This design comes from an exercise in tuning for small area, a short achievable clock period and few clock cycles per item on the open sky130 flow, not from production work.
Function was checked by simulation only, so behaviour that the tests miss may differ from the original.
Power and IR drop assume default switching activity.

### run.sh
#!/bin/bash
# synth_recipe.tcl (not shown) runs the flow's synth.tcl, then flattens the netlist and writes it again
# the make line also repeats each setting of config.mk as NAME=value (left out here)
make -C /OpenROAD-flow-scripts/flow DESIGN_CONFIG=/design/flow/config.mk WORK_HOME=/design/flow/orfs CLKGATE_MAP_FILE= SYNTH_SCRIPT=/design/flow/synth_recipe.tcl finish
### config.mk
export PLATFORM = sky130hd
export DESIGN_NAME = rvv_div_unit
export DESIGN_NICKNAME = rvv_div_unit
export VERILOG_FILES = /design/flow/design.v
export SDC_FILE = /design/flow/constraint.sdc
export NUM_CORES = 4
export LEC_CHECK = 0
export ABC_AREA = 1
export CAP_MARGIN = 5
export CORE_MARGIN = 2
export CORE_UTILIZATION = 40
export CTS_BUF_LIST = sky130_fd_sc_hd__clkbuf_8 sky130_fd_sc_hd__clkbuf_4
export SETUP_SLACK_MARGIN = 2.9
export SLEW_MARGIN = 5
### constraint.sdc
create_clock -name core_clock -period 6.0 [get_ports {clk}]
set_input_delay 1.2000 -clock core_clock [delete_from_list [all_inputs] [get_ports {clk}]]
set_output_delay 1.2000 -clock core_clock [all_outputs]
set_load 0.01 [all_outputs]
### design.v
`default_nettype none
package rvv_div_pkg;
  localparam int vlen_default    = 64;
  localparam int xlen            = 32;
  localparam int rob_depth_width = 4;
  localparam logic [1:0] eew8  = 2'd0;
  localparam logic [1:0] eew16 = 2'd1;
  localparam logic [1:0] eew32 = 2'd2;
  localparam logic [2:0] funct3_opmvv = 3'b010;
  localparam logic [2:0] funct3_opmvx = 3'b110;
  localparam logic [5:0] funct6_vdivu = 6'b100000;
  localparam logic [5:0] funct6_vdiv  = 6'b100001;
  localparam logic [5:0] funct6_vremu = 6'b100010;
  localparam logic [5:0] funct6_vrem  = 6'b100011;
endpackage
`default_nettype wire
`default_nettype none
module div_add #(
  parameter int N = 37
) (
  input  wire  [N-1:0] x,
  input  wire  [N-1:0] y,
  output logic [N:0]   s
);
  localparam int lv = $clog2(N);
  logic [N-1:0] g [lv+1];
  logic [N-1:0] p [lv+1];
  always_comb begin
    g[0] = x & y;
    p[0] = x | y;
    for (int l = 0; l < lv; l++) begin
      for (int i = 0; i < N; i++) begin
        if (((i >> l) & 1) == 1) begin
          g[l+1][i] = g[l][i] | (p[l][i] & g[l][((i >> l) << l) - 1]);
          p[l+1][i] = p[l][i] & p[l][((i >> l) << l) - 1];
        end else begin
          g[l+1][i] = g[l][i];
          p[l+1][i] = p[l][i];
        end
      end
    end
    s[0] = x[0] ^ y[0];
    for (int i = 1; i < N; i++) s[i] = x[i] ^ y[i] ^ g[lv][i-1];
    s[N] = g[lv][N-1];
  end
endmodule
`default_nettype wire
`default_nettype none
module rvv_div_unit #(
  parameter int VLEN = 64
) (
  input  wire             clk,
  input  wire             rst_n,
  input  wire             uop_valid,
  input  wire  [5:0]      funct6,
  input  wire  [2:0]      funct3,
  input  wire  [1:0]      vs2_eew,
  input  wire  [VLEN-1:0] vs1_data,
  input  wire  [VLEN-1:0] vs2_data,
  input  wire  [31:0]     rs1_data,
  input  wire  [3:0]      rob_entry,
  input  wire             result_ready,
  input  wire             trap_flush,
  output logic            uop_ready,
  output logic            result_valid,
  output logic [VLEN-1:0] result_data,
  output logic [3:0]      result_rob_entry
);
  localparam int nb = VLEN / 8;
  logic            oval;
  logic [4:0]      cnt;
  logic [VLEN-1:0] a_q;     
  logic [VLEN-1:0] r_q;     
  logic [VLEN-1:0] b_q;     
  logic            e8, e16, e32;    
  logic [nb-1:0]   bl;      
  logic            q8, q16;         
  logic [nb-1:0]   bli;             
  logic            nw16, nw32;      
  logic            is_rem;
  logic            is_signed;
  logic [3:0]      tag;
  logic [3:0]      otag;
  logic [nb-1:0]   nega;    
  logic [nb-1:0]   negb;    
  logic [nb-1:0]   spx;     
  logic [nb-1:0]   spy;     
  logic            skip;    
  logic [nb-1:0]   xl;      
  logic s_pre, s_iter, s_post;
  logic post_rem;           
  logic legal, accept, pre_go, iter_last;
  logic fin;                
  logic lst;                
  logic busy;               
  logic s_pre_n, s_iter_n, fin_n;
  assign legal = ((funct3 == rvv_div_pkg::funct3_opmvv) ||
                  (funct3 == rvv_div_pkg::funct3_opmvx)) && (funct6[5:2] == 4'b1000);
  assign fin       = s_iter && iter_last && is_rem && !(|nega);
  assign uop_ready = !busy;
  assign accept    = uop_valid && uop_ready && legal;
  assign pre_go    = s_pre && (!oval || result_ready);
  assign iter_last = lst;
  assign s_pre_n   = accept || (s_pre && !pre_go);
  assign s_iter_n  = pre_go || (s_iter && !iter_last);
  assign fin_n     = s_iter && (cnt == 5'd1) && is_rem && !(|nega);
  always_ff @(posedge clk or negedge rst_n) begin
    if (!rst_n) begin
      s_pre  <= 1'b0;
      s_iter <= 1'b0;
      s_post <= 1'b0;
      oval   <= 1'b0;
      cnt    <= '0;
      lst    <= 1'b0;
      busy   <= 1'b0;
    end else if (trap_flush) begin
      s_pre  <= 1'b0;
      s_iter <= 1'b0;
      s_post <= 1'b0;
      oval   <= 1'b0;
      lst    <= 1'b0;
      busy   <= 1'b0;
    end else begin
      lst  <= s_iter && (cnt == 5'd1);
      busy <= (s_pre_n || s_iter_n) && !fin_n;
      if (oval && result_ready) oval <= 1'b0;
      if (s_post || fin) oval <= 1'b1;
      if (accept) s_pre <= 1'b1;
      else if (pre_go) s_pre <= 1'b0;
      if (s_pre) cnt <= skip ? 5'd15 : e8 ? 5'd6 : e16 ? 5'd14 : 5'd30;
      if (pre_go) begin
        s_iter <= 1'b1;
      end else if (s_iter) begin
        cnt <= cnt - 5'd1;
        if (iter_last) s_iter <= 1'b0;
      end
      s_post <= s_iter && iter_last && !fin;
    end
  end
  always_ff @(posedge clk) post_rem <= s_iter && iter_last && is_rem && !fin;
  logic            i8, i16, i32;
  logic [nb-1:0]   ibl, inega;
  logic [VLEN-1:0] rs1_rep, dvs;
  logic            rbig, rnz;
  logic [1:0]      vbig, vnz, ismall, vok, rok;
  logic            iskip;
  always_comb begin
    i8  = (vs2_eew == rvv_div_pkg::eew8);
    i16 = (vs2_eew == rvv_div_pkg::eew16);
    i32 = !i8 && !i16;
    for (int i = 0; i < VLEN; i++)
      rs1_rep[i] = i8 ? rs1_data[i % 8] : i16 ? rs1_data[i % 16] : rs1_data[i % 32];
    dvs = funct3[2] ? rs1_rep : vs1_data;
    for (int k = 0; k < nb; k++) begin
      ibl[k] = i8 || (i16 && (k % 2 == 0)) || (k % 4 == 0);
      if (i8)       inega[k] = vs2_data[k*8+7];
      else if (i16) inega[k] = vs2_data[(k/2)*16+15];
      else          inega[k] = vs2_data[(k/4)*32+31];
      inega[k] = inega[k] && funct6[0];
    end
    rbig = (funct6[0] && rs1_data[31]) ? ~&rs1_data[31:16] : |rs1_data[31:16];
    rnz  = |rs1_data;
    for (int h = 0; h < 2; h++) begin
      vbig[h]   = (funct6[0] && vs1_data[h*32+31]) ? ~&vs1_data[h*32+16 +: 16]
                                                   : |vs1_data[h*32+16 +: 16];
      vnz[h]    = |vs1_data[h*32 +: 32];
      ismall[h] = (funct6[0] && vs2_data[h*32+31]) ? &vs2_data[h*32+15 +: 17]
                                                   : ~|vs2_data[h*32+16 +: 16];
      vok[h]    = vbig[h] | (ismall[h] & vnz[h]);
      rok[h]    = rbig | (ismall[h] & rnz);
    end
    iskip = i32 && (funct3[2] ? &rok : &vok);
  end
  logic [VLEN-1:0] nin, nout, lowor;
  logic [nb-1:0]   nctl, bor, abv, negpost;
  always_comb begin
    for (int k = 0; k < nb; k++) begin
      if (e8)
        negpost[k] = (nega[k] ^ negb[k]) && !(a_q[k*8+7] && a_q[k*8+6]);
      else if (e16)
        negpost[k] = (nega[k] ^ negb[k]) && !(a_q[(k/2)*16+15] && a_q[(k/2)*16+14]);
      else
        negpost[k] = (nega[k] ^ negb[k]) && !(a_q[(k/4)*32+31] && a_q[(k/4)*32+30]);
      if (is_rem) negpost[k] = nega[k];
    end
  end
  assign nin  = post_rem ? r_q : a_q;
  assign nctl = s_pre ? nega : negpost;
  always_comb begin
    for (int k = 0; k < nb; k++) bor[k] = |nin[k*8 +: 8];
    for (int k = 0; k < nb; k++) begin
      abv[k] = 1'b0;
      if (nw16) begin
        if (k % 2 == 1) abv[k] = bor[(k + nb - 1) % nb];
        if (!nw32 && (k % 4 == 2)) abv[k] = bor[(k + nb - 1) % nb] | bor[(k + nb - 2) % nb];
        if (!nw32 && (k % 4 == 3)) abv[k] = bor[(k + nb - 1) % nb] | bor[(k + nb - 2) % nb] |
                                          bor[(k + nb - 3) % nb];
      end
      for (int j = 0; j < 8; j++) begin
        lowor[k*8+j] = abv[k];
        for (int m = 0; m < j; m++) lowor[k*8+j] = lowor[k*8+j] | nin[k*8+m];
        nout[k*8+j] = nin[k*8+j] ^ (nctl[k] & lowor[k*8+j]);
      end
    end
  end
  logic [nb-1:0]   z7, z8, ones, bz, b1, pm, pq, sb;
  logic [VLEN-1:0] a_pre, r_pre, b_pre, a_skp, r_skp;
  logic [nb-1:0]   din_pre, din_skp;
  always_comb begin
    for (int k = 0; k < nb; k++) begin
      z7[k]   = ~|b_q[k*8+1 +: 7];
      z8[k]   = z7[k] & ~b_q[k*8];
      ones[k] = &b_q[k*8 +: 8];
      if (e8)       sb[k] = b_q[k*8+7];
      else if (e16) sb[k] = b_q[(k/2)*16+15];
      else          sb[k] = b_q[(k/4)*32+31];
      sb[k] = sb[k] && is_signed;
    end
    for (int k = 0; k < nb; k++) begin
      if (e8) begin
        bz[k] = z8[k];
        b1[k] = (z7[k] & b_q[k*8]) | (is_signed & ones[k]);
        pm[k] = a_q[k*8+7] & ~(nega[k] & |a_q[k*8 +: 7]);
      end else if (e16) begin
        bz[k] = z8[k & ~1] & z8[k | 1];
        b1[k] = (z7[k & ~1] & b_q[(k & ~1)*8] & z8[k | 1]) |
                (is_signed & ones[k & ~1] & ones[k | 1]);
        pm[k] = a_q[(k/2)*16+15] & ~(nega[k] & |a_q[(k/2)*16 +: 15]);
      end else begin
        bz[k] = z8[k & ~3] & z8[(k & ~3) + 1] & z8[(k & ~3) + 2] & z8[(k & ~3) + 3];
        b1[k] = (z7[k & ~3] & b_q[(k & ~3)*8] &
                 z8[(k & ~3) + 1] & z8[(k & ~3) + 2] & z8[(k & ~3) + 3]) |
                (is_signed & ones[k & ~3] & ones[(k & ~3) + 1] &
                 ones[(k & ~3) + 2] & ones[(k & ~3) + 3]);
        pm[k] = a_q[(k/4)*32+31] & ~(nega[k] & |a_q[(k/4)*32 +: 31]);
      end
      pq[k] = bz[k] | (pm[k] & b1[k]);
    end
    for (int k = 0; k < nb; k++) begin
      for (int j = 0; j < 8; j++) begin
        if (j == 0 && bl[k]) begin
          a_pre[k*8+j] = pq[k];
          r_pre[k*8+j] = pm[k] & ~b1[k];
        end else begin
          a_pre[k*8+j] = nout[(k*8+j+VLEN-1)%VLEN];
          r_pre[k*8+j] = 1'b0;
        end
        b_pre[k*8+j] = sb[k] ? b_q[k*8+j] : ~b_q[k*8+j];
      end
      if (e8)       din_pre[k] = a_q[k*8+6] ^ (nega[k] & |a_q[k*8 +: 6]);
      else if (e16) din_pre[k] = a_q[(k/2)*16+14] ^ (nega[k] & |a_q[(k/2)*16 +: 14]);
      else          din_pre[k] = a_q[(k/4)*32+30] ^ (nega[k] & |a_q[(k/4)*32 +: 30]);
    end
    for (int h = 0; h < 2; h++) begin
      a_skp[h*32 +: 32] = {nout[h*32 +: 16], 16'd0};
      r_skp[h*32 +: 32] = {16'd0, nout[h*32+16 +: 16]};
    end
    din_skp = {{4{a_q[47] ^ (nega[4] & |a_q[32 +: 15])}},
               {4{a_q[15] ^ (nega[0] & |a_q[0 +: 15])}}};
  end
  logic [VLEN-1:0] x;         
  logic [nb-1:0]   rtop;      
  logic [9*nb-1:0] xs, ys;
  logic [36:0]     ssl, ssh;
  logic [9*nb:0]   ss;
  logic [nb-1:0]   cb, qb, din_it;
  logic [VLEN-1:0] a_it;
  always_comb begin
    for (int k = 0; k < nb; k++) begin
      for (int j = 0; j < 8; j++) begin
        if (j == 0) x[k*8+j] = xl[k];
        else        x[k*8+j] = r_q[k*8+j-1];
      end
      if (q8)       rtop[k] = r_q[k*8+7];
      else if (q16) rtop[k] = r_q[(k/2)*16+15];
      else          rtop[k] = r_q[(k/4)*32+31];
    end
    for (int k = 0; k < nb; k++) begin
      xs[9*k]        = spx[k];
      ys[9*k]        = spy[k];
      xs[9*k+1 +: 8] = x[k*8 +: 8];
      ys[9*k+1 +: 8] = b_q[k*8 +: 8];
    end
  end
  div_add #(.N(36)) u_addl (.x(xs[35:0]),  .y(ys[35:0]),  .s(ssl));
  div_add #(.N(36)) u_addh (.x(xs[71:36]), .y(ys[71:36]), .s(ssh));
  always_comb begin
    ss = {ssh, ssl[35:0]};
    for (int k = 0; k < nb; k++)
      cb[k] = (k == nb / 2 - 1) ? ssl[36] : ss[9*(k+1)];
    for (int k = 0; k < nb; k++) begin
      if (q8)       qb[k] = rtop[k] | cb[k];
      else if (q16) qb[k] = rtop[k] | cb[k | 1];
      else          qb[k] = rtop[k] | cb[k | 3];
    end
    for (int k = 0; k < nb; k++) begin
      for (int j = 0; j < 8; j++) begin
        if (j == 0) a_it[k*8+j] = bli[k] ? 1'b0 : a_q[(k*8+VLEN-1)%VLEN];
        else        a_it[k*8+j] = a_q[k*8+j-1];
      end
      if (e8)       din_it[k] = a_q[k*8+6];
      else if (e16) din_it[k] = a_q[(k/2)*16+14];
      else          din_it[k] = a_q[(k/4)*32+30];
    end
  end
  logic            a_en, b_en, r_en, d_en;
  logic [VLEN-1:0] a_d, b_d, r_d;
  logic [nb-1:0]   d_d;
  logic [nb-1:0]   qsel, dsel;
  logic [VLEN-1:0] a_alt, r_alt;
  logic [nb-1:0]   d_alt;
  always_comb begin
    a_en  = uop_ready || pre_go || s_iter;
    a_alt = uop_ready ? vs2_data : s_pre ? (skip ? a_skp : a_pre) : a_it;
    b_en  = uop_ready || pre_go;
    b_d   = uop_ready ? dvs : b_pre;
    r_en  = s_iter || pre_go || s_post;
    r_alt = s_iter ? x : s_pre ? (skip ? r_skp : r_pre) : nout;
    d_en  = s_iter || pre_go;
    for (int k = 0; k < nb; k++)
      d_alt[k] = s_iter ? (bli[k] ? din_it[k] : x[(k*8+VLEN-1)%VLEN])
                        : skip ? (bl[k] ? din_skp[k] : r_skp[(k*8+VLEN-1)%VLEN])
                               : (bl[k] ? din_pre[k] : r_pre[(k*8+VLEN-1)%VLEN]);
    a_d = a_alt;
    r_d = r_alt;
    d_d = d_alt;
    for (int k = 0; k < nb; k++) begin
      qsel[k] = s_iter && qb[k];
      dsel[k] = s_iter && !bli[k] && qb[(k + nb - 1) % nb];
      if (s_iter && !uop_ready && bli[k]) a_d[k*8] = qb[k];
      for (int j = 0; j < 8; j++)
        if (qsel[k]) r_d[k*8+j] = ss[9*k+1+j];
      if (dsel[k]) d_d[k] = ss[(9*k+9*nb-1)%(9*nb)];
    end
  end
  always_ff @(posedge clk) begin
    if (a_en) a_q <= a_d;
    if (b_en) b_q <= b_d;
    if (r_en) r_q <= r_d;
    if (d_en) xl <= d_d;
    if (uop_ready) begin
      e8        <= i8;
      e16       <= i16;
      e32       <= i32;
      bl        <= ibl;
      nw16      <= !i8;
      nw32      <= !i32;
      is_rem    <= funct6[1];
      is_signed <= funct6[0];
      tag       <= rob_entry;
      nega      <= inega;
      skip      <= iskip;
    end
    if (s_pre) begin
      negb <= sb;
      spx  <= ~(bl & sb);
      spy  <= bl & ~sb;
    end
    if (s_post || fin) otag <= tag;
    q8  <= e8;
    q16 <= e16;
    bli <= bl;
  end
  assign result_valid     = oval;
  assign result_data      = r_q;
  assign result_rob_entry = otag;
endmodule
`default_nettype wire
==> results by group <==
Detailed routing
  • 1st-pass router iterations: 6
  • DRC: 0
  • Post-detailed-route count of antenna-violating nets: 0
  • Starting DRC count in detailed routing: 2,841
  • Routed len/inst: 26.4 um
  • Detailed-route wire length: 108,000 um
  • Vias/cell: 5.89
  • Routed via count: 24,100

Setup path
  • Critical path class: flop to flop
  • Largest delay share family, worst path: compound AO/OA/AOI/OAI gates
  • CP Capture Type: flop
  • Critical Path, Cell by Cell: nor2_4, buf_4, a21oi_1, a21oi_1, inv_1, nor2_1, xor2_2, nor2_1, o32a_1
  • Flop2flop setup slack: 2.88 ns
  • RR Endpoint: a_q[19]
  • CP startpoint kind: flop
  • Largest stage delay, worst path: 0.55 ns
  • Crit Path Max Fanout: 11
  • Buf/Inv on CP: 2
  • Slowest cell on the critical path: dfrtp_2
  • Reg2Reg Launch Point: s_pre
  • Crit path arrival time: 3.55 ns
  • FF-to-FF path depth: 9
  • Required @ worst endpoint: 6.43 ns

Yosys
  • Top cells by area, synth: edfxtp_1 32%, nand2_1 11%, ha_1 7.7%
  • Simple-Gate Fraction of Synth Area: 23.8%
  • Seq/Total Area, Yosys: 34.0%
  • Yosys warnings: 4
  • Netlist Area Pre-Place: 0.0227 mm^2
  • Number of flops mapped to enable cells by yosys: 245
  • Compound-gate portion of the synthesized area: 18.1%
  • Count leader, synth: nand2_1
  • Multiplexer share of the synthesized area: 0.242%
  • Synth top cells by count: 692 x nand2_1, 380 x inv_1, 269 x nor2_1
  • Synth Flop Type: edfxtp_1
  • Adder-cell share of the synthesized area: 8.77%
  • Yosys reg bits: 260
  • Main combinational cell family by area after synthesis: simple AND/OR/NAND/NOR gates
  • Syn avg cell area: 7.43 um^2
  • Syn Inst Count: 3,058
  • Async set-or-reset flop fraction in the synthesized netlist: 4.23%
  • Share of the synthesized area in the top cell type: 32.4%
  • Post-synth cell types: 67
  • Post-Synth XOR/XNOR Area: 4.50%
  • Syn Nets: 3,390
  • Cell taking the most area after synthesis: edfxtp_1

Place
  • RD Place Congestion: 1.04
  • IO Port Bufs: 249
  • Hpwl dp: 81,500 um

STA
  • Fin crit period: 3.12 ns
  • Worst clock skew: 0.0339 ns
  • F_max: 0.321 GHz
  • Final setup violating endpoints: 0
  • Worst-Margin Slew: 1.12 ns
  • Max-slew headroom: 25.2%
  • Min Hold Slack: 0.420 ns
  • Final Max Slew Viols: 0
  • Setup TNS Final: 0 ns
  • Crit share post-route: 52.0%
  • RSZ-0062 raised after global routing: yes
  • Final hold violation count: 0

Clocking
  • Worst-path clk slew: 0.07 ns
  • Skew-Pair Late Insertion Delay: 0.68 ns
  • Sink Count: 260
  • Total CTS buffers: 52
  • CTS H-tree depth: 2
  • CTS tree: built
  • CTS Buffer Depth: 3
  • CTS root buf: clkbuf_8

Floorplan
  • Core ar.: 0.0563 mm^2
  • DIE HEIGHT: 242 um
  • Horiz. Die Dim: 242 um
  • # rows: 87
  • # IOs: 250
  • Starting Density: 40.4%
  • DIE AREA: 0.0587 mm^2

Layout
  • Fill count: 5,581
  • Synthesis-to-finish area growth: 23.8%
  • Final Core Density: 50.0%
  • Share of cells above drive strength 1: 11.7%
  • Nets: 3,616

Global route
  • Overflow after GRT: 0
  • Global-route wire length before repair: 153,000 um
  • Largest net degree at the start of global routing: 140
  • Antenna violations before repair: 5
  • Vias in the first global route: 22,600
  • Total GRT Usage: 35.2%

Flow run
  • Maxcap violations: 0

Pwr
  • Total power: 5.87 mW
  • Leak: 12.0 nW
  • Max VDD drop: 163 uV
  • PwrDens: 209 mW/mm^2

Worst hold path
  • Min-delay worst type: flop to flop
  • Worst Hold Depth: 0
  • Hold endpoint: otag[2]
  • Hold_sp: tag[2]

Status
  • Status: timing/DRC/antenna clean
[where the power goes]
part | internal [mW] | switching, mW
Clock | 1.18 | 0.938
Sequential | 2.11 | 0.154
Combinational | 0.551 | 0.938
Total | 3.84 | 2.03
[logic make-up (layout without fill, tap and decap cells)]
family                     Yosys count  after routing
AOI/OAI and AO/OA                  694            695
other                                0              5
muxes                                5              5
buffers and inverters              567            835
xor gates and xnor gates           115            115
DFF                                260            260
adders and majority gates          152            152
and+or+nand+nor                   1265           1266
[sequential cells by signal (all words and copies together), names as in the netlist, 2 cells and up]
name,flops
negb,8
tag,4
b_q,64
bli,2
otag,4
xl,8
spx,6
spy,8
a_q,64
r_q,64
nega,8
cnt,5
[layout make-up]
cell class	instances	area, um^2	area share (%)
clock inverter	33	305	1.09
multi-input combinational	2233	13500	48.0
tap	756	946	3.36
timing repair buffer	342	3260	11.6
clock buffer	65	838	2.98
inverter	392	1510	5.38
sequential	260	7720	27.5
timing repair inverter	3	27.5	0.0979
antenna	5	12.5	0.0445
[layer usage]
metal	routed length, um	track usage, %	vias to the layer above
li1	-	-	10800
met1	44300	48.2	11500
met2	46000	52.3	1478
met3	11900	8.24	260
met5	9	0	-
met4	5610	16.5	2
[worst max-delay path by stage]
| stage | end | cells after the start | slack [ns] | start |
|---|---|---|---|---|
| 6_report | a_q[19] | 9 | 2.88 | s_pre |
| 5_1_grt | r_q[22] | 17 | 2.79 | b_q[0] |
| 4_1_cts | uop_ready | 2 | 2.69 | busy |
| 3_5_place_dp | b_q[23] | 7 | 1.96 | result_ready |
| 3_3_place_gp | b_q[54] | 7 | 2.02 | result_ready |
| 2_1_floorplan | a_q[0] | 6 | 2.61 | result_ready |
[stage by stage]
step / setup slack [ns] / instances / instance area [um^2]
after floorplan: 2.61 / 3058 / 22700
after detailed placement: 1.96 / 3910 / 25400
final: 2.88 / 4089 / 28100
after CTS: 2.69 / 4033 / 27200
after global routing: 2.79 / 4086 / 28100
after global placement: 2.02 / 3910 / 25400
[repair_timing]
item,CTS,global route
hold buffers,0,0
resized for setup,89,126
endpoints found under the setup margin,209,133
pin swaps,11,27
buffers inserted,24,46
cloned,1,5
[cell usage in the layout (no fill, tap or decap), drive strengths merged, types with 11 or more instances in the layout]
cell type / netlist / final
o211ai: 23 / 23
o221ai: 19 / 19
dfrtp: 11 / 11
a21oi: 211 / 211
o21bai: 17 / 17
o22ai: 50 / 50
buf: 93 / 92
clkbuf: 82 / 66
nor4: 54 / 54
a31oi: 23 / 23
fa: 12 / 12
clkdlybuf4s50: 0 / 248
o21ai: 241 / 242
nand3: 114 / 114
nand4: 58 / 58
or2: 19 / 19
xor2: 67 / 67
nor2: 276 / 276
nand2: 704 / 705
xnor2: 48 / 48
clkinv: 8 / 33
nor3: 33 / 33
edfxtp: 245 / 245
inv: 384 / 386
a22oi: 51 / 51
ha: 140 / 140
Testbench counts, summed over its fixed seeds: cycles 31,877, items 1,920.

[port drivers added, routing unchanged]
The results above use ideal ports. As a check the final layout listed here was re-extracted and re-timed, cells and wires unchanged. Step 1 sets driving cells, clkbuf_16 on the clock port and buf_2 on the other inputs (assumed; they add their load-dependent delay and slew). Step 2 times the ports against the registers' clock, not the clock port: input delays grow and output delays shrink by t, the midpoint of the rising clock arrivals with the driver on. a / b / c = ideal / step 1 / step 2; a / b = the first two.
t (ns): 0.718
slack for setup (ns): 2.883 / 2.870 / 2.273
hold slack, ns: 0.420 / 0.420 / 0.420
clock arrival spread, ns: 0.035 / 0.035
worst register clock-pin slew, ns: 0.07 / 0.07
After both steps setup and hold are still met in this run. For this run, drivers alone change the setup slack by -0.013 ns; drivers and shift together by -0.610 ns.
